This design comes from an exercise in tuning for small area and a short achievable clock period on the open sky130 flow, not from production work. RTL that was checked went through simulation tests only; none was proved equivalent to the original. Function not checked in runs 2 and 3: the RTL went through the layout flow alone. Power figures rest on the tool's default switching activity, not on a simulated workload.

[config.mk]
export PLATFORM = sky130hd
export DESIGN_NAME = exec_core
export DESIGN_NICKNAME = exec_core
export VERILOG_FILES = /design/flow/design.v
export SDC_FILE = /design/flow/constraint.sdc
export NUM_CORES = 4
export LEC_CHECK = 0
export CAP_MARGIN = 0
export CORE_MARGIN = 2
export CORE_UTILIZATION = 45
export SETUP_SLACK_MARGIN = 5
export SLEW_MARGIN = 0
[constraint.sdc]
create_clock -name core_clock -period 9.0 [get_ports {clk}]
set_input_delay 1.8000 -clock core_clock [delete_from_list [all_inputs] [get_ports {clk}]]
set_output_delay 1.8000 -clock core_clock [all_outputs]
set_load 0.01 [all_outputs]
[design.v]
package exec_pkg;
	localparam int data_w     = 32;	 
	localparam int reg_addr_w = 5;	 
	localparam int num_regs   = 32;
	localparam int imm_w      = 16;	 
	localparam logic [5:0] op_rtype = 6'h00;	 
	localparam logic [5:0] op_addiu = 6'h09;
	localparam logic [5:0] op_slti  = 6'h0a;
	localparam logic [5:0] op_andi  = 6'h0c;
	localparam logic [5:0] op_ori   = 6'h0d;
	localparam logic [5:0] op_xori  = 6'h0e;
	localparam logic [5:0] op_lui   = 6'h0f;
	localparam logic [5:0] fn_sll  = 6'h00;
	localparam logic [5:0] fn_srl  = 6'h02;
	localparam logic [5:0] fn_addu = 6'h21;
	localparam logic [5:0] fn_subu = 6'h23;
	localparam logic [5:0] fn_and  = 6'h24;
	localparam logic [5:0] fn_or   = 6'h25;
	localparam logic [5:0] fn_xor  = 6'h26;
	localparam logic [5:0] fn_slt  = 6'h2a;
	typedef struct packed {
		logic       sub;	 
		logic       r_sum;	 
		logic       r_slt;	 
		logic       r_and;
		logic       r_or;
		logic       r_xor;
		logic       r_sh;	 
		logic       left;	 
		logic [4:0] ramt;	 
	} ctrl_t;
endpackage
`timescale 1ns/1ps
module reg_file (
	input  logic                            clk,
	input  logic                            rst_n,
	input  logic [exec_pkg::num_regs-1:1]   rd_sel,	 
	input  logic [exec_pkg::data_w-1:0]     rd_or,	 
	output logic [exec_pkg::data_w-1:0]     rd_data,
	input  logic                            wr_en,
	input  logic [exec_pkg::reg_addr_w-1:0] wr_addr,
	input  logic [exec_pkg::data_w-1:0]     wr_data
);
	logic [exec_pkg::data_w-1:0]   regs [1:exec_pkg::num_regs-1];
	logic [exec_pkg::data_w-1:0]   wd;
	assign wd = rst_n ? wr_data : '0;
	always_ff @(posedge clk) begin
		for (int i = 1; i < exec_pkg::num_regs; i++) begin
			if (!rst_n || (wr_en && wr_addr == i)) regs[i] <= wd;
		end
	end
	always_comb begin
		rd_data = rd_or;
		for (int i = 1; i < exec_pkg::num_regs; i++) begin
			rd_data |= regs[i] & {exec_pkg::data_w{rd_sel[i]}};
		end
	end
endmodule
`timescale 1ns/1ps
module alu_unit (
	input  exec_pkg::ctrl_t               c,
	input  logic [exec_pkg::data_w-1:0]   a,	 
	input  logic [exec_pkg::data_w-1:0]   b,	 
	output logic [exec_pkg::data_w-1:0]   result
);
	localparam int n = exec_pkg::data_w;
	logic [n-1:0] p;
	logic [n-1:0] g;
	logic [n-1:0] gp;	 
	logic [n-1:0] pp;	 
	logic [n-1:0] sum;
	logic [n-1:0] rot;
	logic [n-1:0] mask;
	logic         lt;
	assign p  = a ^ b;
	assign g  = a & b;
	always_comb begin
		gp = g;
		pp = p;
		gp[0] = g[0] | (p[0] & c.sub);	 
		for (int k = 0; k < 5; k++) begin
			for (int i = n - 1; i >= (1 << k); i--) begin
				gp[i] = gp[i] | (pp[i] & gp[i - (1 << k)]);
				pp[i] = pp[i] & pp[i - (1 << k)];
			end
		end
	end
	assign sum = p ^ {gp[n-2:0], c.sub};	 
	assign lt  = (a[n-1] ^ b[n-1]) ? sum[n-1] : a[n-1];
	always_comb begin
		rot = b;
		for (int k = 0; k < 5; k++) begin
			if (c.ramt[k]) rot = (rot << (1 << k)) | (rot >> (n - (1 << k)));
		end
	end
	always_comb begin
		for (int i = 0; i < n; i++) begin
			mask[i] = c.left ? (i >= c.ramt) : (c.ramt == '0 || i < c.ramt);
		end
	end
	always_comb begin
		result = '0;
		if (c.r_sum) result |= sum;
		if (c.r_and) result |= g;
		if (c.r_or)  result |= p | g;
		if (c.r_xor) result |= p;
		if (c.r_slt) result[0] |= lt;
		if (c.r_sh)  result |= rot & mask;
	end
endmodule
`timescale 1ns/1ps
module dump_counter (
	input  logic                            clk,
	input  logic                            rst_n,
	input  logic                            dump_next,	 
	output logic [exec_pkg::reg_addr_w-1:0] count,
	output logic [exec_pkg::reg_addr_w-1:0] count_nxt,	 
	output logic                            dump_last	 
);
	assign count_nxt = count + 1'b1;
	always_ff @(posedge clk) begin
		if (!rst_n) begin
			count <= '0;
		end else if (dump_next) begin
			count <= count_nxt;	 
		end
	end
	assign dump_last  = (count == '1);
endmodule
`timescale 1ns/1ps
module exec_ctrl (
	input  logic                            clk,
	input  logic                            rst_n,
	input  logic                            instr_valid,	 
	input  logic [exec_pkg::data_w-1:0]     instr,
	input  logic                            dump_start,	 
	input  logic [exec_pkg::reg_addr_w-1:0] dump_count,
	input  logic [exec_pkg::reg_addr_w-1:0] dump_count_nxt,
	input  logic                            dump_last,
	output logic [exec_pkg::num_regs-1:1]   rf_rd_sel,
	output logic                            rf_wr_en,
	output logic [exec_pkg::reg_addr_w-1:0] rf_wr_addr,
	output logic                            opa_en,	 
	output logic                            fwd,	 
	output logic                            sub_i,	 
	output logic                            imm_en,	 
	output logic [exec_pkg::data_w-1:0]     imm_ext,
	output exec_pkg::ctrl_t                 ctrl,
	output logic                            dump_first,	 
	output logic                            busy,
	output logic                            illegal,
	output logic                            dump_valid
);
	logic [5:0]                      opcode;
	logic [5:0]                      funct;
	logic [exec_pkg::reg_addr_w-1:0] rs;
	logic [exec_pkg::reg_addr_w-1:0] rt;
	logic [exec_pkg::reg_addr_w-1:0] rd;
	logic                            idle;
	logic                            accept;
	logic                            legal;
	logic                            rtype;
	logic                            sext;
	logic [exec_pkg::reg_addr_w-1:0] dest;
	exec_pkg::ctrl_t                 dec;
	logic                            dump_nxt;
	logic                            exec_q;	 
	logic                            post_q;	 
	logic                            dump_q;
	logic                            busy_q;	 
	logic                            illegal_q;
	logic                            we_e;	 
	logic                            we_i;	 
	logic                            wr_q;	 
	logic [exec_pkg::reg_addr_w-1:0] rs_q;
	logic [exec_pkg::reg_addr_w-1:0] rt_q;
	logic [exec_pkg::imm_w-1:0]      imm_q;
	logic                            rtype_q;
	logic                            sext_q;
	exec_pkg::ctrl_t                 ctrl_q;
	logic [exec_pkg::reg_addr_w-1:0] dest2_q;
	exec_pkg::ctrl_t                 ctrl2_q;
	assign opcode = instr[31:26];
	assign rs     = instr[25:21];
	assign rt     = instr[20:16];
	assign rd     = instr[15:11];
	assign funct  = instr[5:0];
	assign idle   = !exec_q && !dump_q;
	assign accept = idle && instr_valid;
	always_comb begin
		dec   = '0;
		legal = 1'b1;
		rtype = 1'b0;
		sext  = 1'b0;
		case (opcode)
			exec_pkg::op_rtype: begin
				rtype = 1'b1;
				case (funct)
					exec_pkg::fn_addu: dec.r_sum = 1'b1;
					exec_pkg::fn_subu: begin
						dec.r_sum = 1'b1;
						dec.sub   = 1'b1;
					end
					exec_pkg::fn_and:  dec.r_and = 1'b1;
					exec_pkg::fn_or:   dec.r_or  = 1'b1;
					exec_pkg::fn_xor:  dec.r_xor = 1'b1;
					exec_pkg::fn_slt: begin
						dec.r_slt = 1'b1;
						dec.sub   = 1'b1;
					end
					exec_pkg::fn_sll: begin
						dec.r_sh = 1'b1;
						dec.left = 1'b1;
						dec.ramt = instr[10:6];
					end
					exec_pkg::fn_srl: begin
						dec.r_sh = 1'b1;
						dec.ramt = 5'd0 - instr[10:6];
					end
					default: legal = 1'b0;	 
				endcase
			end
			exec_pkg::op_addiu: begin
				dec.r_sum = 1'b1;
				sext      = 1'b1;
			end
			exec_pkg::op_slti: begin
				dec.r_slt = 1'b1;
				dec.sub   = 1'b1;
				sext      = 1'b1;
			end
			exec_pkg::op_andi: dec.r_and = 1'b1;	 
			exec_pkg::op_ori:  dec.r_or  = 1'b1;
			exec_pkg::op_xori: dec.r_xor = 1'b1;
			exec_pkg::op_lui: begin	 
				dec.r_sh  = 1'b1;
				dec.left  = 1'b1;
				dec.ramt  = 5'd16;
			end
			default: legal = 1'b0;
		endcase
	end
	assign dest = rtype ? rd : rt;	 
	assign dump_nxt = (idle && !instr_valid && dump_start) || (dump_q && !dump_last);
	always_ff @(posedge clk) begin
		if (!rst_n) begin
			exec_q    <= 1'b0;
			post_q    <= 1'b0;
			dump_q    <= 1'b0;
			busy_q    <= 1'b0;
			illegal_q <= 1'b0;
			we_e      <= 1'b0;
			we_i      <= 1'b0;
			wr_q      <= 1'b0;
		end else begin
			exec_q    <= accept;
			post_q    <= exec_q;
			dump_q    <= dump_nxt;
			busy_q    <= accept || dump_nxt;
			illegal_q <= accept && !legal;
			we_e      <= accept && legal && (dest != '0);
			we_i      <= we_e;
			wr_q      <= we_i;
		end
	end
	always_ff @(posedge clk) begin
		if (idle) begin
			rs_q    <= rs;
			rt_q    <= rt;
			imm_q   <= instr[exec_pkg::imm_w-1:0];
			rtype_q <= rtype;
			sext_q  <= sext;
			ctrl_q  <= dec;
		end
	end
	always_ff @(posedge clk) begin
		dest2_q <= rtype_q ? imm_q[15:11] : rt_q;
		ctrl2_q <= ctrl_q;
	end
	logic [exec_pkg::reg_addr_w-1:0] rd_addr;
	logic                            rd_en;
	always_comb begin
		if (dump_q)      rd_addr = dump_count_nxt;
		else if (exec_q) rd_addr = rs_q;
		else             rd_addr = rt_q;
	end
	assign rd_en = dump_q || exec_q || (post_q && rtype_q);
	assign fwd   = rd_en && wr_q && (rd_addr == dest2_q);
	always_comb begin
		for (int i = 1; i < exec_pkg::num_regs; i++) begin
			rf_rd_sel[i] = rd_en && (rd_addr == i);
		end
	end
	assign opa_en  = !post_q;	 
	assign sub_i   = ctrl_q.sub;	 
	assign imm_en  = post_q && !rtype_q;
	assign imm_ext = {{16{sext_q & imm_q[15]}}, imm_q};
	assign rf_wr_en   = wr_q;
	assign rf_wr_addr = dest2_q;
	assign ctrl       = ctrl2_q;
	assign dump_first = (dump_count == '0);
	assign illegal    = illegal_q;
	assign busy       = busy_q;
	assign dump_valid = dump_q;
endmodule
`timescale 1ns/1ps
module exec_core (
	input  logic                            clk,
	input  logic                            rst_n,
	input  logic                            instr_valid,
	input  logic [exec_pkg::data_w-1:0]     instr,
	input  logic                            dump_start,
	output logic                            busy,
	output logic                            illegal,	 
	output logic                            dump_valid,
	output logic [exec_pkg::reg_addr_w-1:0] dump_addr,
	output logic [exec_pkg::data_w-1:0]     dump_data
);
	exec_pkg::ctrl_t                 ctrl;
	logic [exec_pkg::data_w-1:0]     alu_result;
	logic [exec_pkg::reg_addr_w-1:0] dump_count_nxt;
	logic                            dump_last;
	logic                            opa_en;
	logic                            fwd;
	logic                            sub_i;
	logic                            dump_first;
	logic                            imm_en;
	logic [exec_pkg::data_w-1:0]     imm_ext;
	logic [exec_pkg::num_regs-1:1]   rf_rd_sel;
	logic [exec_pkg::data_w-1:0]     rf_rd_data;
	logic [exec_pkg::data_w-1:0]     rd_or;
	logic                            rf_wr_en;
	logic [exec_pkg::reg_addr_w-1:0] rf_wr_addr;
	logic [exec_pkg::data_w-1:0]     opa;
	logic [exec_pkg::data_w-1:0]     opb;
	exec_ctrl u_ctrl (
		.clk            (clk),
		.rst_n          (rst_n),
		.instr_valid    (instr_valid),
		.instr          (instr),
		.dump_start     (dump_start),
		.dump_count     (dump_addr),
		.dump_count_nxt (dump_count_nxt),
		.dump_last      (dump_last),
		.rf_rd_sel      (rf_rd_sel),
		.rf_wr_en       (rf_wr_en),
		.rf_wr_addr     (rf_wr_addr),
		.opa_en         (opa_en),
		.fwd            (fwd),
		.sub_i          (sub_i),
		.imm_en         (imm_en),
		.imm_ext        (imm_ext),
		.ctrl           (ctrl),
		.dump_first     (dump_first),
		.busy           (busy),
		.illegal        (illegal),
		.dump_valid     (dump_valid)
	);
	dump_counter u_dump_cnt (
		.clk        (clk),
		.rst_n      (rst_n),
		.dump_next  (dump_valid),
		.count      (dump_addr),
		.count_nxt  (dump_count_nxt),
		.dump_last  (dump_last)
	);
	reg_file u_rf (
		.clk     (clk),
		.rst_n   (rst_n),
		.rd_sel  (rf_rd_sel),
		.rd_or   (rd_or),
		.rd_data (rf_rd_data),
		.wr_en   (rf_wr_en),
		.wr_addr (rf_wr_addr),
		.wr_data (alu_result)
	);
	assign rd_or = imm_ext & {exec_pkg::data_w{imm_en}};
	always_ff @(posedge clk) begin
		if (opa_en) opa <= fwd ? alu_result : rf_rd_data;
		opb <= rf_rd_data ^ {exec_pkg::data_w{sub_i}};	 
	end
	alu_unit u_alu (
		.c      (ctrl),
		.a      (opa),
		.b      (opb),
		.result (alu_result)
	);
	assign dump_data = dump_first ? '0 : opa;
endmodule
[run.sh]
#!/bin/bash
# synth_recipe.tcl (not shown) runs the flow's synth.tcl, then flattens the netlist and writes it again
# the make line also repeats each setting of config.mk as NAME=value (left out here)
make -C /OpenROAD-flow-scripts/flow DESIGN_CONFIG=/design/flow/config.mk WORK_HOME=/design/flow/orfs CLKGATE_MAP_FILE= SYNTH_SCRIPT=/design/flow/synth_recipe.tcl finish
==> qor.log, run 1 <==
qor: worst_setup_path.worstRegToRegCells 13
qor: floorplanning.fp.dieArea 0.111 sq mm
qor: timing.fin_crit 4.14 ns
qor: logic_synthesis.synth-seq-area-share 0.685
qor: worst_hold_path.hold_path.startpoint u_ctrl.ctrl_q[6]
qor: logic_synthesis.syn-cell-area 0.0485 sq mm
qor: timing.setup_tns 0 ns
qor: logic_synthesis.synth_cells 3364
qor: timing.rsz0062_at_grt yes
qor: logic_synthesis.top_area_cell_type_share_of_the_netlist_area 0.659
qor: logic_synthesis.netlist.top_cell.by_area sky130_fd_sc_hd__edfxtp_1
qor: timing.finalClockSkew 0.0359 ns
qor: floorplanning.die_h 332 um
qor: cts.tritoncts.num_buffers 111
qor: layout.final_net_count 3709
qor: cts.numClockSinks 1128
qor: placed_design.dpl_cell_area 0.0517 sq mm
qor: outcome.run_status complete, no violations
qor: drt.detail_route.wl_per_cell 38.8 um
qor: floorplanning.dieWidth 332 um
qor: logic_synthesis.synth.ff_latch_count 1128
qor: logic_synthesis.yosys.cell_count.top_type sky130_fd_sc_hd__edfxtp_1
qor: power.cellLeakagePower 0.0207 uW
qor: global_routing.via_count_of_the_first_global_routing_pass 32800
qor: cts.worst_skew_pair.late_latency 0.72 ns
qor: layout.postLayoutCellArea 0.0582 sq mm
qor: timing.final-max-slew-violation-count 0
qor: worst_hold_path.min_delay_worst_endpoint u_ctrl.ctrl2_q[6]
qor: cts.clk_root_buffer_cell sky130_fd_sc_hd__clkbuf_16
qor: placed_design.gp_congestion 0.930
qor: drt.drt_iter0_drc 6114
qor: worst_setup_path.critical_path.reg2reg.startpoint u_dump_cnt.count[1]
qor: placed_design.port_buf_inserts 75
qor: logic_synthesis.synth.cells.most_frequent sky130_fd_sc_hd__edfxtp_1 (1065), sky130_fd_sc_hd__nand2_1 (202), sky130_fd_sc_hd__a22oi_1 (152)
qor: cts.cts_tree built
qor: drt.antenna_violating_nets_post_route 0
qor: drt.vias_per_cell 6.92
qor: layout.stdcell_count 5108
qor: floorplanning.ios 76
qor: worst_setup_path.r2r_setup_slack 4.86 ns
qor: power.power_density 284 mW/mm^2
qor: worst_setup_path.worst_flop_to_flop_path_endpoint opa[26]
qor: logic_synthesis.syn_avg_cell_area 14.4 sq um
qor: timing.setup_viol 0
qor: worst_hold_path.timing.hold.worst_path_depth 0
qor: layout.syn2layout_area_growth 19.9%
qor: placed_design.detailedPlacementHpwl 110 mm
qor: timing.fin_hold_ws 0.341 ns
qor: logic_synthesis.syn-num-nets 3470
qor: power.vdd_drop_max 0.199 mV
qor: floorplanning.floorplan.initialDensity 0.453
qor: worst_hold_path.kind_of_path_behind_the_tightest_hold_check reg2reg
qor: floorplanning.coreArea 0.107 sq mm
qor: timing.final_min_period_over_clock_period 0.460
qor: timing.max_freq 242 MHz
qor: logic_synthesis.yosys-top-cells-area sky130_fd_sc_hd__edfxtp_1 (66%), sky130_fd_sc_hd__dfxtp_1 (2.6%), sky130_fd_sc_hd__a22oi_1 (2.4%), sky130_fd_sc_hd__mux4_2 (2.0%), sky130_fd_sc_hd__a222oi_1 (1.8%)
qor: placed_design.place.detailed.instances 4744
qor: logic_synthesis.synth_enable_flop_cells 1065
qor: logic_synthesis.synth_cell_types 95
qor: logic_synthesis.yosysWarningCount 6
qor: worst_setup_path.arrival 4.61 ns
qor: cts.clock_tree.htree_level_count 3
qor: logic_synthesis.synth-main-ff-cell sky130_fd_sc_hd__edfxtp_1
qor: worst_setup_path.critPathMaxFanout 6
qor: global_routing.grt_usage 0.339
qor: cts.clock_path_buffers 3
qor: worst_setup_path.criticalPathCategory reg2reg
qor: cts.clk_pin_slew 0.08 ns
qor: timing.slew_headroom 0.227
qor: drt.route.vias.total 35400
qor: layout.post_route_cells_drive_above_1_share 0.215
qor: worst_setup_path.timing.critical_path.from_type flip-flop
qor: layout.fillers 8579
qor: layout.final_core_utilization 0.543
qor: global_routing.antenna_found_initial 7
qor: flow_run.drv.max_cap_violation_count 0
qor: worst_setup_path.critPathCaptureType flip-flop
qor: timing.hold_violations 0
qor: drt.drc 0
qor: timing.tightest_slew 1.16 ns
qor: worst_setup_path.critPathRequiredTime 9.47 ns
qor: global_routing.grt_pass1_wl 263 mm
qor: drt.dr.pass1.iters 8
qor: global_routing.globalRouteOverflowTotal 0
qor: global_routing.grt_start_max_net_pins 87
qor: floorplanning.floorplan.rows 120
qor: drt.postRouteWirelength 198 mm
qor: logic_synthesis.synth_async_sr_flop_share 0
==> what timing repair did <==
item,in CTS,in global routing
gates cloned,10,17
pin swaps,26,51
buffers inserted,69,53
hold endpoints to repair,0,0
gates resized for setup,287,152
hold buffers,0,0
endpoints found under the setup margin,781,833
==> cell type report <==
type / count / area, sq um / share of cell area
Clock buffer: 138 / 2930 / 0.0504
Inverter: 100 / 385 / 0.00662
Multi-Input combinational cell: 1924 / 15500 / 0.267
Timing Repair Buffer: 338 / 3580 / 0.0616
Antenna cell: 7 / 17.5 / 0.000301
Sequential cell: 1128 / 33300 / 0.572
Tap cell: 1403 / 1760 / 0.0302
Clock inverter: 70 / 731 / 0.0126
==> worst max-delay path by stage <==
stage	start	end	slack [ns]	cells after the start
after floorplan	rst_n	u_rf.regs[16][0]	5.05	3
after global placement	u_ctrl.exec_q	opa[15]	3.14	10
after detailed placement	u_ctrl.dump_q	opa[7]	3.45	10
after CTS	u_dump_cnt.count[0]	dump_data[13]	4.77	10
after global routing	u_dump_cnt.count[1]	dump_data[11]	4.84	10
final	u_dump_cnt.count[1]	opa[26]	4.86	13
==> layer usage <==
layer | GRT usage | part of all wire
met1 | 0.444 | 0.36
met2 | 0.530 | 0.45
met3 | 0.0758 | 0.13
met4 | 0.176 | 0.061
met5 | 0 | 0.00016
==> layout by cell type (no fill, tap or decap), drive strengths merged, types with 16 or more instances in the layout <==
| cell type | Yosys | routed |
|---|---|---|
| a211oi | 20 | 20 |
| a21o | 20 | 20 |
| a21oi | 138 | 138 |
| a221o | 16 | 16 |
| a221oi | 23 | 23 |
| a222oi | 89 | 89 |
| a22o | 41 | 41 |
| a22oi | 152 | 152 |
| a31oi | 26 | 26 |
| and2 | 25 | 26 |
| and3 | 39 | 39 |
| buf | 86 | 278 |
| clkbuf | 132 | 151 |
| clkdlybuf4s50 | 0 | 42 |
| clkinv | 2 | 52 |
| dfxtp | 63 | 63 |
| edfxtp | 1065 | 1065 |
| ha | 68 | 68 |
| inv | 98 | 101 |
| mux2 | 58 | 58 |
| mux2i | 87 | 87 |
| mux4 | 43 | 43 |
| nand2 | 203 | 203 |
| nand3 | 100 | 100 |
| nand4 | 38 | 38 |
| nor2 | 153 | 153 |
| nor2b | 20 | 25 |
| nor3 | 45 | 45 |
| nor4 | 18 | 18 |
| o211ai | 31 | 31 |
| o21ai | 119 | 119 |
| o22ai | 34 | 34 |
| xnor2 | 33 | 33 |
| xor2 | 24 | 24 |
==> per-stage QoR <==
stage / total power, uW / setup WS [ns]
6_report: 16500 / 4.86
5_1_grt: 16900 / 4.84
4_1_cts: 16100 / 4.77
3_5_place_dp: 11300 / 3.45
3_3_place_gp: 11200 / 3.14
2_1_floorplan: 9650 / 5.05
==> cell families (layout without fill, tap and decap cells) <==
kind of cell               after synthesis  after routing  synth area share
DFF                                   1128           1128             0.685
AOI/OAI and AO/OA                      879            879             0.134
and+or+nand+nor                        724            730            0.0741
buffers and inverters                  318            646            0.0266
muxes                                  188            188            0.0518
adders and majority gates               70             70            0.0184
xor gates and xnor gates                57             57            0.0103
other                                    0              7                 0
==> state kept, by name, summed over array words and instances, names as in the netlist, 5 cells and up <==
name and count:
u_ctrl.rt_q 5, u_rf.regs 992, u_ctrl.dest2_q 5, opa 32
u_ctrl.ctrl_q 13, opb 32, u_ctrl.rs_q 5, u_ctrl.imm_q 16
u_ctrl.ctrl2_q 13, u_dump_cnt.count 5
==> critical path, stage by stage, from the launching register on <==
cell,delay [ns]
sky130_fd_sc_hd__dfxtp_4,0.36
sky130_fd_sc_hd__buf_6,0.13
sky130_fd_sc_hd__ha_4,0.15
sky130_fd_sc_hd__and3_4,0.18
sky130_fd_sc_hd__ha_4,0.23
sky130_fd_sc_hd__or2b_4,0.27
sky130_fd_sc_hd__buf_4,0.14
sky130_fd_sc_hd__o211a_1,0.32
sky130_fd_sc_hd__nand3_4,0.26
sky130_fd_sc_hd__nor2_1,0.21
sky130_fd_sc_hd__o2bb2ai_1,0.19
sky130_fd_sc_hd__or4_4,0.53
sky130_fd_sc_hd__or4_4,0.63
sky130_fd_sc_hd__mux2_4,0.29
==> power by group <==
| group | total (uW) | leakage (uW) | internal (uW) | switching [uW] |
|---|---|---|---|---|
| logic | 3970 | 0.00739 | 1250 | 2730 |
| registers | 7800 | 0.0115 | 7320 | 478 |
| clock network | 4740 | 0.00180 | 2710 | 2030 |
==> inputs of run 2 (changes only) <==
--- a/design.v
+++ b/design.v
@@ -136,3 +136,2 @@
 	input  logic                            dump_start,	 
-	input  logic [exec_pkg::reg_addr_w-1:0] dump_count,
 	input  logic [exec_pkg::reg_addr_w-1:0] dump_count_nxt,
@@ -170,2 +169,3 @@
 	logic                            busy_q;	 
+	logic                            dfirst_q;	 
 	logic                            illegal_q;
@@ -250,2 +250,3 @@
 			busy_q    <= 1'b0;
+			dfirst_q  <= 1'b0;
 			illegal_q <= 1'b0;
@@ -259,2 +260,3 @@
 			busy_q    <= accept || dump_nxt;
+			dfirst_q  <= idle && !instr_valid && dump_start;
 			illegal_q <= accept && !legal;
@@ -300,3 +302,3 @@
 	assign ctrl       = ctrl2_q;
-	assign dump_first = (dump_count == '0);
+	assign dump_first = dfirst_q;
 	assign illegal    = illegal_q;
@@ -341,3 +343,2 @@
 		.dump_start     (dump_start),
-		.dump_count     (dump_addr),
 		.dump_count_nxt (dump_count_nxt),
--- a/config.mk
+++ b/config.mk
@@ -10,2 +10,5 @@
 export CORE_UTILIZATION = 45
+export CTS_BUF_LIST = sky130_fd_sc_hd__clkbuf_4
+export CTS_CLUSTER_DIAMETER = 40
+export CTS_CLUSTER_SIZE = 8
 export SETUP_SLACK_MARGIN = 5
==> run 2 against run 1 <==
- register-to-register slack gained 0.17 ns
- non-clock buffer count shrank 116
- maximum frequency grew 4.4%
- combinational power grew 15%
- largest cell class unchanged
- highest routed layer unchanged
- power shrank 4.9%
==> qor.log, run 2 <==
qor: floorplanning.floorplan.initialDensity 0.453 [about the same]
qor: cts.clock_path_buffers 3 [unchanged]
qor: logic_synthesis.synth.ff_latch_count 1129 [was 1128]
qor: floorplanning.coreArea 0.109 sq mm [was 0.107 sq mm]
qor: global_routing.grt_pass1_wl 257 mm [was 263 mm]
qor: worst_hold_path.min_delay_worst_endpoint u_ctrl.ctrl2_q[2] [was u_ctrl.ctrl2_q[6]]
qor: logic_synthesis.top_area_cell_type_share_of_the_netlist_area 0.650 [was 0.659]
qor: drt.route.vias.total 35300 [was 35400]
qor: worst_setup_path.crit_path_max_incr_delay 0.48 ns [was 0.63 ns]
qor: timing.finalClockSkew 0.0820 ns [was 0.0359 ns]
qor: timing.final_min_period_over_clock_period 0.441 [was 0.460]
qor: timing.tightest_slew 1.27 ns [was 1.16 ns]
qor: logic_synthesis.syn-num-nets 3627 [was 3470]
qor: placed_design.port_buf_inserts 75 [unchanged]
qor: timing.slew_headroom 0.155 [was 0.227]
qor: timing.setup_tns 0 ns [unchanged]
qor: worst_setup_path.arrival 4.79 ns [was 4.61 ns]
qor: worst_hold_path.hold_path.startpoint u_ctrl.ctrl_q[2] [was u_ctrl.ctrl_q[6]]
qor: logic_synthesis.synth-main-ff-cell sky130_fd_sc_hd__edfxtp_1 [unchanged]
qor: worst_setup_path.r2r_setup_slack 5.03 ns [was 4.86 ns]
qor: logic_synthesis.yosys-top-cells-area sky130_fd_sc_hd__edfxtp_1 (65%), sky130_fd_sc_hd__dfxtp_1 (2.6%), sky130_fd_sc_hd__mux2i_1 (2.3%), sky130_fd_sc_hd__a22oi_1 (2.1%), sky130_fd_sc_hd__mux4_2 (2.0%) [was sky130_fd_sc_hd__edfxtp_1 (66%), sky130_fd_sc_hd__dfxtp_1 (2.6%), sky130_fd_sc_hd__a22oi_1 (2.4%), sky130_fd_sc_hd__mux4_2 (2.0%), sky130_fd_sc_hd__a222oi_1 (1.8%)]
qor: worst_setup_path.timing.critical_path.slowest_stage_cell sky130_fd_sc_hd__nor4_2 [was sky130_fd_sc_hd__or4_4]
qor: cts.clk_pin_slew 0.09 ns [was 0.08 ns]
qor: flow_run.drv.max_cap_violation_count 0 [unchanged]
qor: floorplanning.fp.dieArea 0.112 sq mm [was 0.111 sq mm]
qor: power.sw_frac_of_total 0.349 [was 0.317]
qor: placed_design.gp_congestion 0.942 [was 0.930]
qor: layout.largest_registers u_rf.regs x992, opa x32, opb x32 [unchanged]
qor: drt.detail_route.wl_per_cell 36.1 um [was 38.8 um]
qor: layout.final_net_count 3785 [was 3709]
qor: drt.vias_per_cell 6.83 [was 6.92]
qor: layout.final_cell_mix sky130_fd_sc_hd__edfxtp_1 (1065), sky130_fd_sc_hd__nand2_1 (224), sky130_fd_sc_hd__clkbuf_4 (211) [was sky130_fd_sc_hd__edfxtp_1 (1065), sky130_fd_sc_hd__nand2_1 (200), sky130_fd_sc_hd__buf_4 (173)]
qor: worst_hold_path.timing.hold.worst_path_depth 0 [unchanged]
qor: worst_setup_path.crit_path_cell_trace buf_12 > clkinvlp_4 > buf_4 > mux2_4 > o211ai_1 > buf_6 > buf_8 > nor2_1 > o2bb2ai_1 > nor4_2 > nand3_2 > mux2_2 [was buf_6 > ha_4 > and3_4 > ha_4 > or2b_4 > buf_4 > o211a_1 > nand3_4 > nor2_1 > o2bb2ai_1 > or4_4 > or4_4 > mux2_4]
qor: floorplanning.ios 76 [unchanged]
qor: logic_synthesis.synth_async_sr_flop_share 0 [unchanged]
qor: layout.syn2layout_area_growth 12.0% [was 19.9%]
qor: worst_setup_path.worst_flop_to_flop_path_endpoint opa[20] [was opa[26]]
qor: worst_setup_path.cpLargestDelayFamily simple AND/OR/NAND/NOR gates [unchanged]
qor: logic_synthesis.netlist.top_cell.by_area sky130_fd_sc_hd__edfxtp_1 [unchanged]
qor: floorplanning.dieWidth 335 um [was 332 um]
qor: power.p_switching 5480 uW [was 5230 uW]
qor: logic_synthesis.synth_enable_flop_cells 1065 [unchanged]
qor: worst_setup_path.critPathMaxFanout 19 [was 6]
qor: global_routing.globalRouteOverflowTotal 0 [unchanged]
qor: timing.fin_crit 3.97 ns [was 4.14 ns]
qor: logic_synthesis.synth_cell_types 93 [was 95]
qor: worst_setup_path.timing.critical_path.from_type flip-flop [unchanged]
qor: drt.drc 0 [unchanged]
qor: logic_synthesis.synth-seq-area-share 0.676 [was 0.685]
qor: power.pwr-share-seq 0.513 [was 0.472]
qor: worst_setup_path.criticalPathCategory reg2reg [unchanged]
qor: drt.drt_iter0_drc 5636 [was 6114]
qor: cts.clock_tree.htree_level_count 4 [was 3]
qor: logic_synthesis.synth_cells 3522 [was 3364]
qor: power.comb_power_share 0.290 [was 0.241]
qor: cts.worst_skew_pair.late_latency 1.13 ns [was 0.72 ns]
qor: worst_setup_path.worstRegToRegCells 12 [was 13]
qor: power.internal_power 10200 uW [was 11300 uW]
qor: cts.cts-hold-fix-buffers 0 [unchanged]
qor: cts.numClockSinks 1129 [was 1128]
qor: power.fin_total_pwr 15700 uW [was 16500 uW]
qor: timing.rsz0062_at_grt yes [unchanged]
qor: logic_synthesis.syn-cell-area 0.0492 sq mm [was 0.0485 sq mm]
qor: global_routing.antenna_found_initial 5 [was 7]
qor: logic_synthesis.syn_avg_cell_area 14.0 sq um [was 14.4 sq um]
qor: drt.dr.pass1.iters 8 [unchanged]
qor: timing.final-max-slew-violation-count 0 [unchanged]
qor: global_routing.via_count_of_the_first_global_routing_pass 32800 [about the same]
qor: power.vdd_drop_max 0.134 mV [was 0.199 mV]
qor: global_routing.grt_usage 0.327 [was 0.339]
qor: layout.largest_register u_rf.regs [unchanged]
qor: global_routing.grt_start_max_net_pins 103 [was 87]
qor: cts.clk_root_buffer_cell sky130_fd_sc_hd__clkbuf_4 [was sky130_fd_sc_hd__clkbuf_16]
qor: drt.antenna_violating_nets_post_route 0 [unchanged]
qor: floorplanning.floorplan.rows 121 [was 120]
qor: timing.hold_violations 0 [unchanged]
qor: power.pwr-share-clk 0.196 [was 0.287]
qor: worst_setup_path.critPathCaptureType flip-flop [unchanged]
qor: worst_hold_path.kind_of_path_behind_the_tightest_hold_check reg2reg [unchanged]
qor: timing.max_freq 252 MHz [was 242 MHz]
qor: floorplanning.die_h 335 um [was 332 um]
qor: cts.tritoncts.num_buffers 172 [was 111]
qor: cts.cts_tree built [unchanged]
qor: worst_setup_path.critical_path.n_buffers_inverters 5 [was 2]
qor: drt.postRouteWirelength 186 mm [was 198 mm]
qor: placed_design.detailedPlacementHpwl 103 mm [was 110 mm]
qor: power.cellLeakagePower 0.0191 uW [was 0.0207 uW]
qor: worst_setup_path.critPathRequiredTime 9.82 ns [was 9.47 ns]
qor: logic_synthesis.synth.cells.most_frequent sky130_fd_sc_hd__edfxtp_1 (1065), sky130_fd_sc_hd__nand2_1 (226), sky130_fd_sc_hd__a21oi_1 (191) [was sky130_fd_sc_hd__edfxtp_1 (1065), sky130_fd_sc_hd__nand2_1 (202), sky130_fd_sc_hd__a22oi_1 (152)]
qor: layout.largest_reg_flops 992 [unchanged]
qor: power.power_density 285 mW/mm^2 [was 284 mW/mm^2]
qor: worst_setup_path.critical_path.reg2reg.startpoint u_ctrl.dump_q [was u_dump_cnt.count[1]]
qor: logic_synthesis.yosysWarningCount 6 [unchanged]
qor: outcome.run_status complete, no violations [unchanged]
qor: timing.setup_viol 0 [unchanged]
qor: layout.post_route_cells_drive_above_1_share 0.175 [was 0.215]
qor: layout.final_common_cell sky130_fd_sc_hd__edfxtp_1 [unchanged]
qor: logic_synthesis.yosys.cell_count.top_type sky130_fd_sc_hd__edfxtp_1 [unchanged]
## run 2: changes by cell type in the layout (fill, tap and decap cells not counted), sizes merged, moves of 37 or more
cell and change:
o21ai +37, a222oi -46, buf -129, nand3 +87, clkbuf +65, a21oi +55
## run 2: worst reg2reg max path: stages, from the launching register on
cell,delay (ns)
sky130_fd_sc_hd__dfxtp_2,0.37
sky130_fd_sc_hd__buf_12,0.16
sky130_fd_sc_hd__clkinvlp_4,0.16
sky130_fd_sc_hd__buf_4,0.17
sky130_fd_sc_hd__mux2_4,0.42
sky130_fd_sc_hd__o211ai_1,0.16
sky130_fd_sc_hd__buf_6,0.26
sky130_fd_sc_hd__buf_8,0.30
sky130_fd_sc_hd__nor2_1,0.33
sky130_fd_sc_hd__o2bb2ai_1,0.22
sky130_fd_sc_hd__nor4_2,0.48
sky130_fd_sc_hd__nand3_2,0.31
sky130_fd_sc_hd__mux2_2,0.35
## run 2: logic make-up after synthesis
logic type | after synthesis | share of synthesized area
AO/OA/AOI/OAI | 928 | 0.132
adder cells (fa/ha/maj) | 69 | 0.0179
buffers and inverters | 338 | 0.0292
multiplexers | 211 | 0.0553
flip-flops | 1129 | 0.676
AND/OR/NAND/NOR | 781 | 0.0771
XOR/XNOR | 66 | 0.0118
## run 2: per-stage QoR
stage          hold slack, ns  worst slack [ns]   util  area, sq um  instances
6_report                0.346              5.03  0.508        55100       5171
3_3_place_gp            0.328              3.66  0.480        52100       4887
5_1_grt                 0.355              4.95  0.507        55100       5170
4_1_cts                 0.349              4.67  0.504        54700       5151
3_5_place_dp            0.329              3.54  0.480        52100       4887
2_1_floorplan           0.323              5.07      -        49200       3522
## run 2: timing repair
item | CTS | global route
setup buffers | 12 | 14
gates cloned | 4 | 3
resized for setup | 146 | 81
setup endpoints to repair | 730 | 708
pin swaps | 12 | 12
## run 2: area by class of cell
| cell class | count | area (sq um) |
|---|---|---|
| fill | 9211 | 53500 |
| sequential | 1129 | 33300 |
| multi-input combinational | 2059 | 15500 |
| timing repair buffer | 222 | 2190 |
| tap | 1414 | 1770 |
| clock buffer | 211 | 1580 |
| inverter | 96 | 368 |
| clock inverter | 37 | 358 |
| antenna | 3 | 7.51 |
## run 2: worst max-delay path by stage
| stage | start | to | cells past startpoint |
|---|---|---|---|
| after floorplan | rst_n | u_rf.regs[2][0] | 3 |
| after global placement | u_ctrl.dump_q | opa[19] | 12 |
| after detailed placement | u_ctrl.dump_q | opa[19] | 12 |
| after CTS | u_ctrl.dfirst_q | dump_data[6] | 3 |
| after global routing | u_ctrl.exec_q | opa[19] | 13 |
| final | u_ctrl.dump_q | opa[20] | 12 |
## run 2: per-layer routing
| metal | GRT usage | vias up | wire length [um] |
|---|---|---|---|
| met5 | 0 | - | 64 |
| met1 | 0.446 | 17800 | 69700 |
| li1 | - | 14300 | - |
| met4 | 0.150 | 4 | 9180 |
| met2 | 0.497 | 2745 | 83700 |
| met3 | 0.0757 | 469 | 23800 |
## run 2: power groups by stage
stage          combinational [uW]  clock [uW]  sequential, uW
2_1_floorplan                2490           0            7950
3_3_place_gp                 4150           0            8120
3_5_place_dp                 4160           0            8150
4_1_cts                      4310        3110            8030
5_1_grt                      4770        3310            8150
6_report                     4550        3080            8060
==> inputs of run 3 (changes only) <==
--- a/design.v
+++ b/design.v
@@ -44,7 +44,5 @@
 	logic [exec_pkg::data_w-1:0]   regs [1:exec_pkg::num_regs-1];
-	logic [exec_pkg::data_w-1:0]   wd;
-	assign wd = rst_n ? wr_data : '0;
 	always_ff @(posedge clk) begin
 		for (int i = 1; i < exec_pkg::num_regs; i++) begin
-			if (!rst_n || (wr_en && wr_addr == i)) regs[i] <= wd;
+			if (!rst_n || (wr_en && wr_addr == i)) regs[i] <= wr_data;
 		end
@@ -61,2 +59,3 @@
 	input  exec_pkg::ctrl_t               c,
+	input  logic                          en,	 
 	input  logic [exec_pkg::data_w-1:0]   a,	 
@@ -102,8 +101,10 @@
 		result = '0;
-		if (c.r_sum) result |= sum;
-		if (c.r_and) result |= g;
-		if (c.r_or)  result |= p | g;
-		if (c.r_xor) result |= p;
-		if (c.r_slt) result[0] |= lt;
-		if (c.r_sh)  result |= rot & mask;
+		if (en) begin
+			if (c.r_sum) result |= sum;
+			if (c.r_and) result |= g;
+			if (c.r_or)  result |= p | g;
+			if (c.r_xor) result |= p;
+			if (c.r_slt) result[0] |= lt;
+			if (c.r_sh)  result |= rot & mask;
+		end
 	end
@@ -116,6 +117,4 @@
 	output logic [exec_pkg::reg_addr_w-1:0] count,
-	output logic [exec_pkg::reg_addr_w-1:0] count_nxt,	 
 	output logic                            dump_last	 
 );
-	assign count_nxt = count + 1'b1;
 	always_ff @(posedge clk) begin
@@ -124,3 +123,3 @@
 		end else if (dump_next) begin
-			count <= count_nxt;	 
+			count <= count + 1'b1;	 
 		end
@@ -136,3 +135,2 @@
 	input  logic                            dump_start,	 
-	input  logic [exec_pkg::reg_addr_w-1:0] dump_count_nxt,
 	input  logic                            dump_last,
@@ -174,2 +172,7 @@
 	logic                            wr_q;	 
+	logic [exec_pkg::num_regs-1:1]   rsel_q;	 
+	logic [exec_pkg::num_regs-1:1]   rsel_nxt;
+	logic                            fwd_q;	 
+	logic                            fwd_nxt;
+	logic                            dump_go;
 	logic [exec_pkg::reg_addr_w-1:0] rs_q;
@@ -278,19 +281,29 @@
 	always_ff @(posedge clk) begin
-		dest2_q <= rtype_q ? imm_q[15:11] : rt_q;
+		dest2_q <= dest1;
 		ctrl2_q <= ctrl_q;
 	end
-	logic [exec_pkg::reg_addr_w-1:0] rd_addr;
-	logic                            rd_en;
-	always_comb begin
-		if (dump_q)      rd_addr = dump_count_nxt;
-		else if (exec_q) rd_addr = rs_q;
-		else             rd_addr = rt_q;
-	end
-	assign rd_en = dump_q || exec_q || (post_q && rtype_q);
-	assign fwd   = rd_en && wr_q && (rd_addr == dest2_q);
+	logic [exec_pkg::reg_addr_w-1:0] dest1;
+	assign dump_go = idle && !instr_valid && dump_start;
+	assign dest1   = rtype_q ? imm_q[15:11] : rt_q;
 	always_comb begin
+		rsel_nxt = '0;
 		for (int i = 1; i < exec_pkg::num_regs; i++) begin
-			rf_rd_sel[i] = rd_en && (rd_addr == i);
+			if (accept) rsel_nxt[i] = (rs == i);
+			else if (exec_q) rsel_nxt[i] = rtype_q && (rt_q == i);
+			else if (dump_go) rsel_nxt[i] = (i == 1);
+		end
+		if (dump_q) rsel_nxt = rsel_q << 1;	 
+	end
+	assign fwd_nxt = we_i && (accept ? (rs == dest1) : (dump_go && dest1 == 5'd1));
+	always_ff @(posedge clk) begin
+		if (!rst_n) begin
+			rsel_q <= '0;
+			fwd_q  <= 1'b0;
+		end else begin
+			rsel_q <= rsel_nxt;
+			fwd_q  <= fwd_nxt;
 		end
 	end
+	assign rf_rd_sel = rsel_q;
+	assign fwd       = fwd_q;
 	assign opa_en  = !post_q;	 
@@ -322,3 +335,2 @@
 	logic [exec_pkg::data_w-1:0]     alu_result;
-	logic [exec_pkg::reg_addr_w-1:0] dump_count_nxt;
 	logic                            dump_last;
@@ -343,3 +355,2 @@
 		.dump_start     (dump_start),
-		.dump_count_nxt (dump_count_nxt),
 		.dump_last      (dump_last),
@@ -364,3 +375,2 @@
 		.count      (dump_addr),
-		.count_nxt  (dump_count_nxt),
 		.dump_last  (dump_last)
@@ -384,2 +394,3 @@
 		.c      (ctrl),
+		.en     (rst_n),	 
 		.a      (opa),
==> run 3 against run 2 <==
- combinational power is 55% lower
- sequential power is 9.9% lower
- largest power group unchanged
- die area is 2.8% lower
- register-to-register slack worse by 0.12 ns
- cell count is 5.2% lower
- synthesized area is 2.8% lower
- worst hold slack worse by 0.00084 ns
==> qor.log, run 3 <==
qor: worst_setup_path.criticalPathCategory reg2reg [unchanged]
qor: layout.syn2layout_area_growth 11.4% [was 12.0%]
qor: timing.final-max-slew-violation-count 0 [unchanged]
qor: layout.largest_register u_rf.regs [unchanged]
qor: drt.drt_iter0_drc 5212 [was 5636]
qor: power.power_density 233 mW/mm^2 [was 285 mW/mm^2]
qor: logic_synthesis.top_area_cell_type_share_of_the_netlist_area 0.666 [was 0.650]
qor: timing.setup_ws 4.92 ns [was 5.03 ns]
qor: floorplanning.ios 76 [unchanged]
qor: layout.fillers 8851 [was 9211]
qor: drt.detail_route.wl_per_cell 38.6 um [was 36.1 um]
qor: layout.post_route_cells_drive_above_1_share 0.172 [was 0.175]
qor: drt.route.vias.total 33600 [was 35300]
qor: layout.final_cell_mix sky130_fd_sc_hd__edfxtp_1 (1060), sky130_fd_sc_hd__a22oi_1 (229), sky130_fd_sc_hd__clkbuf_4 (206) [was sky130_fd_sc_hd__edfxtp_1 (1065), sky130_fd_sc_hd__nand2_1 (224), sky130_fd_sc_hd__clkbuf_4 (211)]
qor: layout.postLayoutCellArea 0.0532 sq mm [was 0.0551 sq mm]
qor: floorplanning.coreArea 0.105 sq mm [was 0.109 sq mm]
qor: logic_synthesis.synth_async_sr_flop_share 0 [unchanged]
qor: timing.fin_crit 4.08 ns [was 3.97 ns]
qor: drt.vias_per_cell 6.86 [was 6.83]
qor: power.pwr-share-seq 0.585 [was 0.513]
qor: placed_design.setup_slack_placement 4.24 ns [was 3.54 ns]
qor: worst_setup_path.timing.critical_path.from_type flip-flop [unchanged]
qor: cts.numClockSinks 1156 [was 1129]
qor: layout.largest_registers u_rf.regs x992, opa x32, opb x32 [unchanged]
qor: cts.cts_tree built [unchanged]
qor: floorplanning.die_h 330 um [was 335 um]
qor: timing.rsz0062_at_grt yes [unchanged]
qor: worst_setup_path.critPathCaptureType flip-flop [unchanged]
qor: power.internal_power 8760 uW [was 10200 uW]
qor: logic_synthesis.netlist.top_cell.by_area sky130_fd_sc_hd__edfxtp_1 [unchanged]
qor: global_routing.globalRouteOverflowTotal 0 [unchanged]
qor: global_routing.grt_start_max_net_pins 56 [was 103]
qor: power.p_switching 3650 uW [was 5480 uW]
qor: drt.antenna_violating_nets_post_route 0 [unchanged]
qor: cts.tritoncts.num_buffers 174 [was 172]
qor: cts.clk_pin_slew 0.09 ns [about the same]
qor: flow_run.drv.max_cap_violation_count 0 [unchanged]
qor: logic_synthesis.yosysWarningCount 6 [unchanged]
qor: worst_setup_path.arrival 4.85 ns [was 4.79 ns]
qor: cts.clock_tree.htree_level_count 4 [unchanged]
qor: placed_design.gp_congestion 0.968 [was 0.942]
qor: timing.slew_headroom 0.137 [was 0.155]
qor: power.comb_power_share 0.165 [was 0.290]
qor: logic_synthesis.syn-num-nets 3363 [was 3627]
qor: timing.fin_hold_ws 0.345 ns [was 0.346 ns]
qor: cts.clk_root_buffer_cell sky130_fd_sc_hd__clkbuf_4 [unchanged]
qor: outcome.run_status complete, no violations [unchanged]
qor: timing.setup_tns 0 ns [unchanged]
qor: logic_synthesis.syn_avg_cell_area 14.7 sq um [was 14.0 sq um]
qor: logic_synthesis.synth.ff_latch_count 1156 [was 1129]
qor: timing.max_freq 245 MHz [was 252 MHz]
qor: worst_hold_path.kind_of_path_behind_the_tightest_hold_check reg2reg [unchanged]
qor: timing.tightest_slew 1.28 ns [was 1.27 ns]
qor: logic_synthesis.synth-seq-area-share 0.706 [was 0.676]
qor: cts.clock_path_buffers 3 [unchanged]
qor: logic_synthesis.synth.cells.most_frequent sky130_fd_sc_hd__edfxtp_1 (1060), sky130_fd_sc_hd__a22oi_1 (229), sky130_fd_sc_hd__nand2_1 (203) [was sky130_fd_sc_hd__edfxtp_1 (1065), sky130_fd_sc_hd__nand2_1 (226), sky130_fd_sc_hd__a21oi_1 (191)]
qor: power.sw_frac_of_total 0.294 [was 0.349]
qor: global_routing.grt_pass1_wl 255 mm [was 257 mm]
qor: logic_synthesis.synth_cell_types 83 [was 93]
qor: floorplanning.dieWidth 330 um [was 335 um]
qor: global_routing.via_count_of_the_first_global_routing_pass 31800 [was 32800]
qor: drt.postRouteWirelength 189 mm [was 186 mm]
qor: power.vdd_drop_max 0.134 mV [about the same]
qor: logic_synthesis.yosys.cell_count.top_type sky130_fd_sc_hd__edfxtp_1 [unchanged]
qor: worst_setup_path.critPathMaxFanout 9 [was 19]
qor: drt.drc 0 [unchanged]
qor: global_routing.antenna_found_initial 14 [was 5]
qor: worst_hold_path.timing.hold.worst_path_depth 0 [unchanged]
qor: timing.final_min_period_over_clock_period 0.454 [was 0.441]
qor: placed_design.port_buf_inserts 75 [unchanged]
qor: logic_synthesis.syn-cell-area 0.0478 sq mm [was 0.0492 sq mm]
qor: floorplanning.floorplan.rows 119 [was 121]
qor: logic_synthesis.yosys-top-cells-area sky130_fd_sc_hd__edfxtp_1 (67%), sky130_fd_sc_hd__dfxtp_1 (4.0%), sky130_fd_sc_hd__a22oi_1 (3.6%), sky130_fd_sc_hd__a221oi_1 (2.1%), sky130_fd_sc_hd__a22o_1 (2.1%) [was sky130_fd_sc_hd__edfxtp_1 (65%), sky130_fd_sc_hd__dfxtp_1 (2.6%), sky130_fd_sc_hd__mux2i_1 (2.3%), sky130_fd_sc_hd__a22oi_1 (2.1%), sky130_fd_sc_hd__mux4_2 (2.0%)]
qor: power.cellLeakagePower 0.0188 uW [was 0.0191 uW]
qor: global_routing.grt_usage 0.342 [was 0.327]
qor: placed_design.dpl_cell_area 0.0506 sq mm [was 0.0521 sq mm]
qor: power.pwr-share-clk 0.250 [was 0.196]
qor: timing.setup_viol 0 [unchanged]
qor: layout.final_net_count 3535 [was 3785]
qor: placed_design.detailedPlacementHpwl 110 mm [was 103 mm]
qor: layout.largest_reg_flops 992 [unchanged]
qor: drt.dr.pass1.iters 8 [unchanged]
qor: logic_synthesis.synth-main-ff-cell sky130_fd_sc_hd__edfxtp_1 [unchanged]
qor: logic_synthesis.synth_cells 3258 [was 3522]
qor: timing.hold_violations 0 [unchanged]
qor: layout.final_common_cell sky130_fd_sc_hd__edfxtp_1 [unchanged]
qor: floorplanning.fp.dieArea 0.109 sq mm [was 0.112 sq mm]
qor: timing.finalClockSkew 0.105 ns [was 0.0820 ns]
qor: worst_setup_path.critPathRequiredTime 9.77 ns [was 9.82 ns]
qor: logic_synthesis.synth_enable_flop_cells 1060 [was 1065]
qor: cts.worst_skew_pair.late_latency 1.22 ns [was 1.13 ns]
qor: worst_setup_path.worstRegToRegCells 10 [was 12]
qor: floorplanning.floorplan.initialDensity 0.454 [was 0.453]
## run 3: changes by cell type in the layout (fill, tap and decap cells not counted), sizes merged, moves of 63 or more
cell,delta
a22o,+84
a21oi,-109
nand4,+63
nand3,-130
a221oi,+78
a22oi,+89
## run 3: what timing repair did
item                                    CTS  global route
cloned                                    5             4
hold buffers                              0             0
pin swaps                                 5             6
endpoints found under the setup margin  512           321
buffers inserted                         14             4
gates resized for setup                 115            59
## run 3: final cells by class
type	count	area (sq um)	area share
clock buffer	206	1550	0.0290
multi-input combinational	1802	13600	0.255
clock inverter	33	378	0.00710
antenna	17	42.5	0.000799
sequential	1156	33800	0.635
inverter	99	375	0.00705
tap	1391	1740	0.0327
timing repair buffer	196	1780	0.0335
timing repair inverter	1	5.00	0.0000940
## run 3: per-layer routing
layer | share of wire | GRT usage | vias to the layer above
li1 | - | - | 13500
met1 | 0.38 | 0.468 | 17200
met2 | 0.45 | 0.527 | 2531
met3 | 0.12 | 0.0834 | 444
met4 | 0.048 | 0.139 | 10
met5 | 0.00085 | 0 | -
## run 3: logic make-up (layout without fill, tap and decap cells)
kind of cell | count (synthesis) | after routing | share of synthesized area
buffers and inverters | 306 | 535 | 0.0257
AO/OA/AOI/OAI | 879 | 885 | 0.136
flip-flops | 1156 | 1156 | 0.706
AND/OR/NAND/NOR | 642 | 642 | 0.0636
other | 0 | 17 | 0
XOR/XNOR | 54 | 54 | 0.00990
adder cells (fa/ha/maj) | 69 | 69 | 0.0184
multiplexers | 152 | 152 | 0.0404
## run 3: worst max-delay path: stages, from the launching register on
cell and delay (ns):
sky130_fd_sc_hd__dfxtp_1 0.56, sky130_fd_sc_hd__inv_1 0.08, sky130_fd_sc_hd__ha_1 0.47, sky130_fd_sc_hd__o21ai_0 0.14, sky130_fd_sc_hd__a22oi_1 0.26, sky130_fd_sc_hd__nand4_1 0.19
sky130_fd_sc_hd__or4_1 0.45, sky130_fd_sc_hd__o221a_2 0.35, sky130_fd_sc_hd__o21a_1 0.21, sky130_fd_sc_hd__o21ai_1 0.58, sky130_fd_sc_hd__a21oi_1 0.42
## run 3: stage by stage
step	util	power, uW	instances
finish	0.506	12400	4901
floorplan	-	8290	3258
detailed placement	0.481	9250	4618
global placement	0.481	9190	4618
global route	0.506	12800	4891
CTS	0.504	12300	4876
## run 3: worst paths after layout
| check | start | end | slack (ns) |
|---|---|---|---|
| worst max-delay path | opb[11] | opa[0] | 4.92 |
| worst min-delay path | u_ctrl.ctrl_q[7] | u_ctrl.ctrl2_q[7] | 0.35 |
| worst max register to register | opb[11] | opa[0] | 4.92 |
| worst min register to register | u_ctrl.ctrl_q[7] | u_ctrl.ctrl2_q[7] | 0.35 |
## run 3: power by group through the flow
stage / Combinational, uW / Sequential (uW) / Clock, uW
2_1_floorplan: 1070 / 7220 / 0
3_3_place_gp: 1860 / 7320 / 0
3_5_place_dp: 1880 / 7370 / 0
4_1_cts: 1960 / 7240 / 3130
5_1_grt: 2150 / 7310 / 3350
6_report: 2040 / 7260 / 3110
==> inputs of run 4 (changes only) <==
--- a/design.v
+++ b/design.v
@@ -80,5 +80,7 @@
 		for (int k = 0; k < 5; k++) begin
-			for (int i = n - 1; i >= (1 << k); i--) begin
-				gp[i] = gp[i] | (pp[i] & gp[i - (1 << k)]);
-				pp[i] = pp[i] & pp[i - (1 << k)];
+			for (int i = 0; i < n; i++) begin
+				if (i & (1 << k)) begin
+					gp[i] = gp[i] | (pp[i] & gp[((i >> k) << k) - 1]);
+					pp[i] = pp[i] & pp[((i >> k) << k) - 1];
+				end
 			end
==> run 4 against run 3 <==
- register-to-register slack improved by 0.18 ns
- power decreased by 0.51%
- critical path depth decreased by 6
- largest power group unchanged
- highest routed layer unchanged
==> qor.log, run 4 <==
qor: worst_setup_path.timing.critical_path.slowest_stage_cell sky130_fd_sc_hd__dfxtp_4 [was sky130_fd_sc_hd__o21ai_1]
qor: cts.clk_pin_slew 0.09 ns [about the same]
qor: drt.detail_route.wl_per_cell 38.6 um [about the same]
qor: timing.setup_ws 5.02 ns [was 4.92 ns]
qor: outcome.run_status complete, no violations [unchanged]
qor: cts.clk_root_buffer_cell sky130_fd_sc_hd__clkbuf_4 [unchanged]
qor: floorplanning.fp.dieArea 0.108 sq mm [was 0.109 sq mm]
qor: power.p_switching 3500 uW [was 3650 uW]
qor: timing.rsz0062_at_grt yes [unchanged]
qor: timing.final_min_period_over_clock_period 0.443 [was 0.454]
qor: logic_synthesis.syn-cell-area 0.0472 sq mm [was 0.0478 sq mm]
qor: layout.largest_registers u_rf.regs x992, opa x32, opb x32 [unchanged]
qor: logic_synthesis.synth-main-ff-cell sky130_fd_sc_hd__edfxtp_1 [unchanged]
qor: cts.clock_path_buffers 3 [unchanged]
qor: layout.final_common_cell sky130_fd_sc_hd__edfxtp_1 [unchanged]
qor: logic_synthesis.synth.cells.most_frequent sky130_fd_sc_hd__edfxtp_1 (1060), sky130_fd_sc_hd__a22oi_1 (235), sky130_fd_sc_hd__nand2_1 (145) [was sky130_fd_sc_hd__edfxtp_1 (1060), sky130_fd_sc_hd__a22oi_1 (229), sky130_fd_sc_hd__nand2_1 (203)]
qor: timing.max_freq 251 MHz [was 245 MHz]
qor: timing.tightest_slew 1.34 ns [was 1.28 ns]
qor: floorplanning.floorplan.initialDensity 0.455 [was 0.454]
qor: global_routing.grt_pass1_wl 246 mm [was 255 mm]
qor: worst_setup_path.crit_path_max_incr_delay 0.40 ns [was 0.58 ns]
qor: power.pwr-share-seq 0.587 [was 0.585]
qor: logic_synthesis.yosysWarningCount 6 [unchanged]
qor: global_routing.globalRouteOverflowTotal 0 [unchanged]
qor: timing.slew_headroom 0.106 [was 0.137]
qor: worst_hold_path.hold_path.startpoint u_ctrl.ctrl_q[3] [was u_ctrl.ctrl_q[7]]
qor: logic_synthesis.synth.ff_latch_count 1156 [unchanged]
qor: placed_design.gp_congestion 1.02 [was 0.968]
qor: drt.route.vias.total 32800 [was 33600]
qor: layout.post_route_cells_drive_above_1_share 0.170 [was 0.172]
qor: drt.vias_per_cell 6.94 [was 6.86]
qor: logic_synthesis.yosys-top-cells-area sky130_fd_sc_hd__edfxtp_1 (67%), sky130_fd_sc_hd__dfxtp_1 (4.1%), sky130_fd_sc_hd__a22oi_1 (3.7%), sky130_fd_sc_hd__a221oi_1 (2.2%), sky130_fd_sc_hd__a22o_1 (2.1%) [was sky130_fd_sc_hd__edfxtp_1 (67%), sky130_fd_sc_hd__dfxtp_1 (4.0%), sky130_fd_sc_hd__a22oi_1 (3.6%), sky130_fd_sc_hd__a221oi_1 (2.1%), sky130_fd_sc_hd__a22o_1 (2.1%)]
qor: logic_synthesis.yosys.cell_count.top_type sky130_fd_sc_hd__edfxtp_1 [unchanged]
qor: worst_setup_path.r2r_setup_slack 5.10 ns [was 4.92 ns]
qor: worst_setup_path.critical_path.reg2reg.startpoint opb[0] [was opb[11]]
qor: placed_design.detailedPlacementHpwl 100 mm [was 110 mm]
qor: timing.setup_viol 0 [unchanged]
qor: global_routing.via_count_of_the_first_global_routing_pass 30600 [was 31800]
qor: cts.tritoncts.num_buffers 172 [was 174]
qor: placed_design.dpl_cell_area 0.0501 sq mm [was 0.0506 sq mm]
qor: power.sw_frac_of_total 0.284 [was 0.294]
qor: layout.final_cell_mix sky130_fd_sc_hd__edfxtp_1 (1060), sky130_fd_sc_hd__a22oi_1 (235), sky130_fd_sc_hd__clkbuf_4 (217) [was sky130_fd_sc_hd__edfxtp_1 (1060), sky130_fd_sc_hd__a22oi_1 (229), sky130_fd_sc_hd__clkbuf_4 (206)]
qor: drt.drt_iter0_drc 5644 [was 5212]
qor: worst_setup_path.crit_path_cell_trace buf_12 > buf_4 > nor2_4 > clkdlybuf4s15_2 [was inv_1 > ha_1 > o21ai_0 > a22oi_1 > nand4_1 > or4_1 > o221a_2 > o21a_1 > o21ai_1 > a21oi_1]
qor: logic_synthesis.netlist.top_cell.by_area sky130_fd_sc_hd__edfxtp_1 [unchanged]
qor: timing.hold_violations 0 [unchanged]
qor: global_routing.antenna_found_initial 4 [was 14]
qor: power.internal_power 8840 uW [was 8760 uW]
qor: timing.finalClockSkew 0.0990 ns [was 0.105 ns]
qor: worst_setup_path.criticalPathCategory reg2out [was reg2reg]
qor: power.power_density 234 mW/mm^2 [was 233 mW/mm^2]
qor: power.comb_power_share 0.154 [was 0.165]
qor: power.pwr-share-clk 0.259 [was 0.250]
qor: layout.largest_register u_rf.regs [unchanged]
qor: worst_setup_path.critPathCaptureType primary output [was flip-flop]
qor: drt.drc 0 [unchanged]
qor: logic_synthesis.syn_avg_cell_area 15.2 sq um [was 14.7 sq um]
qor: worst_setup_path.critPathRequiredTime 7.20 ns [was 9.77 ns]
qor: worst_setup_path.arrival 2.18 ns [was 4.85 ns]
qor: global_routing.grt_usage 0.332 [was 0.342]
qor: worst_setup_path.timing.critical_path.from_type flip-flop [unchanged]
qor: layout.syn2layout_area_growth 11.5% [was 11.4%]
qor: layout.largest_reg_flops 992 [unchanged]
qor: drt.antenna_violating_nets_post_route 0 [unchanged]
qor: power.fin_total_pwr 12300 uW [was 12400 uW]
qor: timing.final-max-slew-violation-count 0 [unchanged]
qor: logic_synthesis.synth_cells 3099 [was 3258]
qor: placed_design.port_buf_inserts 75 [unchanged]
qor: worst_setup_path.worst_flop_to_flop_path_endpoint u_rf.regs[26][23] [was opa[0]]
qor: layout.final_core_utilization 0.507 [was 0.506]
qor: worst_hold_path.min_delay_worst_endpoint u_ctrl.ctrl2_q[3] [was u_ctrl.ctrl2_q[7]]
qor: floorplanning.floorplan.rows 118 [was 119]
qor: power.vdd_drop_max 0.122 mV [was 0.134 mV]
qor: cts.cts_tree built [unchanged]
qor: drt.dr.pass1.iters 6 [was 8]
qor: cts.numClockSinks 1156 [unchanged]
qor: logic_synthesis.synth_cell_types 75 [was 83]
qor: cts.cts-hold-fix-buffers 0 [unchanged]
qor: layout.final_net_count 3381 [was 3535]
qor: power.cellLeakagePower 0.0186 uW [was 0.0188 uW]
qor: worst_setup_path.worstRegToRegCells 13 [was 10]
qor: placed_design.setup_slack_placement 4.56 ns [was 4.24 ns]
qor: logic_synthesis.synth_async_sr_flop_share 0 [unchanged]
qor: global_routing.grt_start_max_net_pins 52 [was 56]
qor: floorplanning.coreArea 0.104 sq mm [was 0.105 sq mm]
qor: layout.postLayoutCellArea 0.0527 sq mm [was 0.0532 sq mm]
qor: worst_hold_path.timing.hold.worst_path_depth 0 [unchanged]
qor: logic_synthesis.synth_enable_flop_cells 1060 [unchanged]
qor: floorplanning.die_h 328 um [was 330 um]
qor: worst_hold_path.kind_of_path_behind_the_tightest_hold_check reg2reg [unchanged]
qor: timing.setup_tns 0 ns [unchanged]
qor: floorplanning.ios 76 [unchanged]
qor: timing.fin_crit 3.98 ns [was 4.08 ns]
qor: worst_setup_path.critPathMaxFanout 7 [was 9]
qor: drt.postRouteWirelength 182 mm [was 189 mm]
qor: logic_synthesis.synth-seq-area-share 0.715 [was 0.706]
qor: logic_synthesis.top_area_cell_type_share_of_the_netlist_area 0.674 [was 0.666]
qor: floorplanning.dieWidth 328 um [was 330 um]
qor: logic_synthesis.syn-num-nets 3208 [was 3363]
qor: flow_run.drv.max_cap_violation_count 0 [unchanged]
qor: cts.worst_skew_pair.late_latency 1.16 ns [was 1.22 ns]
qor: cts.clock_tree.htree_level_count 4 [unchanged]
run 4: changes by cell type in the layout (fill, tap and decap cells not counted), sizes merged, moves of 15 or more:
| cell | change |
|---|---|
| nand2 | -58 |
| buf | -24 |
| dlygate4sd2 | +19 |
| o21ai | -19 |
| a21oi | -17 |
| xnor2 | +16 |
| o211ai | -15 |
run 4: how the worst max path moves through the flow:
| stage | cells after the start | startpoint | slack [ns] | end |
|---|---|---|---|---|
| after floorplan | 4 | rst_n | 4.79 | u_rf.regs[12][0] |
| after detailed placement | 4 | rst_n | 4.56 | u_rf.regs[17][18] |
| final | 4 | u_ctrl.dfirst_q | 5.02 | dump_data[5] |
| after global placement | 10 | opb[8] | 4.69 | u_rf.regs[1][18] |
| after global routing | 13 | opb[0] | 4.94 | u_rf.regs[15][23] |
| after CTS | 3 | u_ctrl.dfirst_q | 4.65 | dump_data[15] |
run 4: area by class of cell:
type	count	area [sq um]
Clock buffer	217	1630
Inverter	96	368
Clock inverter	32	399
Timing Repair Buffer	176	1600
Antenna cell	4	10.0
Sequential cell	1156	33800
Tap cell	1380	1730
Multi-Input combinational cell	1670	13100
Fill cell	8610	51100
run 4: logic make-up after synthesis:
logic type,share of synthesized area
flip-flops,0.715
AO/OA/AOI/OAI,0.131
AND/OR/NAND/NOR,0.0577
buffers and inverters,0.0229
multiplexers,0.0414
adder cells (fa/ha/maj),0.0203
XOR/XNOR,0.0121
run 4: timing repair:
| action | CTS | global route |
|---|---|---|
| endpoints found under the setup margin | 251 | 368 |
| endpoints found under the hold margin | 0 | 0 |
| resized for setup | 136 | 39 |
| pin swaps | 8 | 10 |
| setup buffers | 3 | 4 |
| gates cloned | 2 | 4 |
run 4: worst max-delay path: cells and delay by family (launching register included):
family | cells | cell delay (ns)
simple gates | 1 | 0.09
flops | 1 | 0.40
buf+inv | 3 | 0.53
run 4: metrics by stage:
stage	instances	hold WS, ns
2_1_floorplan	3099	0.323
3_3_place_gp	4465	0.324
3_5_place_dp	4465	0.330
4_1_cts	4719	0.325
5_1_grt	4728	0.336
6_report	4731	0.326
run 4: metal layers:
metal | GRT usage | wire length (um)
met1 | 0.454 | 67800
met2 | 0.491 | 79600
met3 | 0.0976 | 25800
met4 | 0.154 | 9230
met5 | 0 | 27
run 4: power groups by stage:
stage / registers (uW) / clock network, uW / logic, uW
2_1_floorplan: 7230 / 0 / 1030
3_3_place_gp: 7310 / 0 / 1740
3_5_place_dp: 7350 / 0 / 1770
4_1_cts: 7230 / 3220 / 1790
5_1_grt: 7300 / 3440 / 2000
6_report: 7250 / 3200 / 1900

port drivers added, routing unchanged:
The flow's constraints put no driver on any port. The routed layouts listed below were extracted and timed again, unchanged, in two steps. Step 1 sets driving cells, clkbuf_16 on the clock port and buf_2 on the other inputs (assumed; they add their load-dependent delay and slew). Step 2, shift: input delay + t, output delay - t, t = (earliest + latest rising clock arrival at the registers) / 2. This alone moves slack from input paths to output paths. Three values: no drivers, after step 1, after step 2; two values: the first two.
run	t, ns	slack for setup (ns)	latest minus earliest clock arrival (ns)
run 1	0.778	4.860 / 4.793 / 4.447	0.038 / 0.037
run 2	1.156	5.033 / 5.028 / 4.218	0.082 / 0.082
run 3	1.227	4.917 / 4.917 / 4.492	0.110 / 0.111
run 4	1.176	5.016 / 4.952 / 4.532	0.103 / 0.103
After both steps setup and hold are still met in every run listed. For run 2, which loses most, drivers alone change the setup slack by -0.005 ns; drivers and shift together by -0.815 ns.
